This design comes from an exercise in tuning for small area and a short achievable clock period on the open sky130 flow, not from production work. In this exercise RTL edits were held to simulation tests only and were not proved equivalent to the original. No activity file was given, so power comes from the tool's default toggle rates.

== run A ==
// enigma_top
module enigma_top (
  input  logic              clk,
  input  logic              srst_n,
  input  logic              load,
  input  logic              encrypt,
  input  logic [1:0]        table_idx,
  input  enigma_pkg::word_t code_in,
  output enigma_pkg::word_t code_out,
  output logic              code_valid
);
export LEC_CHECK = 0
export ABC_CLOCK_PERIOD_IN_PS = 1800
export CAP_MARGIN = 20
export CORE_MARGIN = 2
export CORE_UTILIZATION = 40
export CTS_CLUSTER_DIAMETER = 100
export CTS_CLUSTER_SIZE = 20
export PLACE_DENSITY = 0.6
export SETUP_SLACK_MARGIN = 3.2
export SLEW_MARGIN = 20
create_clock -name core_clock -period 5.5 [get_ports {clk}]
standard.sh (not shown) runs the stock make flow with config.mk's settings and CLKGATE_MAP_FILE= SYNTH_SCRIPT=/design/flow/synth_recipe.tcl, a recipe that flattens the netlist after the stock synthesis.
==> flow/flow/run.sh <==
#!/bin/bash
# Standard layout, except that synthesis leaves adders to ABC instead of
# mapping them onto the library's full/half adder cells (ADDER_MAP_FILE
# empty skips extract_fa and the adder techmap). Registers are untouched.
set -euo pipefail
bash standard.sh ADDER_MAP_FILE= finish > standard.log 2>&1
> inputs changed (run A -> run B)
- CORE_UTILIZATION now 50, was 40
- PLACE_DENSITY now 0.65, was 0.6
- SETUP_SLACK_MARGIN now 3.3, was 3.2
Results
Result: PASS for each of run B and run A
Global placement routability congestion on run B is down relative to run A.
Run B vs. run A: count of fill cells added during filler insertion decreased 27%; non-clock buffer count increased 104.
Compared with run A, run B shows a lower register share of the cell area.
Run B vs. run A: fraction of power consumed by combinational cells shows an increase of 2.8 points, worst hold slack higher, least setup slack across all paths after layout went up by 0.022 ns.
Cmp run B and run A / count of nets after finishing / lower: run A
Power dissipated by switching net loads: run B > run A
#### Input delta (run C over run B)
- PLACE_DENSITY now 0.7, was 0.65
- CORE_UTILIZATION now 55, was 50
- SETUP_SLACK_MARGIN now 3.2, was 3.3
- CTS_CLUSTER_DIAMETER now 80, was 100
- CTS_CLUSTER_SIZE now 24, was 20
==> comparison <==
Per the comparison of run C with run B, global-route usage grew by 1.9 points, utilization up 3.8 points.
Comparing run B and run C, the lower combined area of the multi-input logic cells is on run C.
Summary: with run B as the reference, area of the core region in run C moved down by a little under 10%.
On run C: critical path depth is 1 higher than what run B gave.
Run B leaves more setup margin than run C.

* * *

## birch
enigma_top, a different RTL version from the one above (not shown whole).
For scale: ~0.051 mm^2 of cells after synthesis.
==> flow/config.mk <==
export PLATFORM = sky130hd
export DESIGN_NAME = enigma_top
export DESIGN_NICKNAME = enigma_top
export VERILOG_FILES = /design/flow/design.v
export SDC_FILE = /design/flow/constraint.sdc
export NUM_CORES = 4
export LEC_CHECK = 0
export ABC_CLOCK_PERIOD_IN_PS = 1800
export CAP_MARGIN = 20
export CORE_MARGIN = 2
export CORE_UTILIZATION = 40
export PLACE_DENSITY = 0.6
export SETUP_SLACK_MARGIN = 3.2
export SLEW_MARGIN = 20
==> flow/constraint.sdc <==
create_clock -name core_clock -period 5.5 [get_ports {clk}]
set_input_delay 1.1000 -clock core_clock [delete_from_list [all_inputs] [get_ports {clk}]]
set_output_delay 1.1000 -clock core_clock [all_outputs]
set_load 0.01 [all_outputs]
Scripts as last shown in full above: flow/flow/run.sh
birch: all stages complete, timing, DRC and antenna checks passed
#### Input delta (maple over birch)
==> flow/run.sh (new file) <==
#!/bin/bash
# synth_recipe.tcl (not shown) runs the flow's synth.tcl, then flattens the netlist and writes it again
# the make line also repeats each setting of config.mk as NAME=value (left out here)
make -C /OpenROAD-flow-scripts/flow DESIGN_CONFIG=/design/flow/config.mk WORK_HOME=/design/flow/orfs CLKGATE_MAP_FILE= SYNTH_SCRIPT=/design/flow/synth_recipe.tcl finish
removed: flow/flow/run.sh
removed: flow/standard.sh
--- outcome ---
Delta (maple minus birch): clock network fraction of design power shrank by 2.2 points, part of the power in registers has decreased, area enclosed by the die boundary neither gained nor lost much.
On total power, maple and birch are neck and neck.
maple -> birch: sequential fraction of the synthesis area flat
Row global routing usage summed across all routing layers: maple higher / birch lower
maple gives less number of buffers and inverters on the critical path than birch did.

[afterwards: timing with drivers on the ports]
How much do the figures lean on ideal ports? The routed layouts below were timed once more, with nothing changed but the port constraints. Step 1: set_driving_cell puts a clkbuf_16 on clk and a buf_2 on each other input, an assumption about the parent block. Step 2 moves the port delays by t, midway between the first and last clock arrival at a register: inputs arrive t later, outputs are due t later. That takes back most of the time a late clock gives input paths. Three values: ideal, step 1, step 2; two values: the first two.
run	t, ns	setup slack, ns	worst setup path after step 2	cell pins on the clock port's net
run A	0.796	3.095 / 3.048 / 2.574	input to register	1
run B	0.788	3.116 / 3.082 / 2.784	input to register	1
run C	0.764	3.082 / 3.068 / 2.732	input to register	1
birch	0.811	2.821 / 2.821 / 2.294	input to register	1
maple	0.822	2.492 / 2.492 / 2.492	register to register	1
After both steps setup and hold are still met in every run listed. The setup slack of birch, which loses most, moves by 0.000 ns with the drivers and by -0.527 ns with both steps.
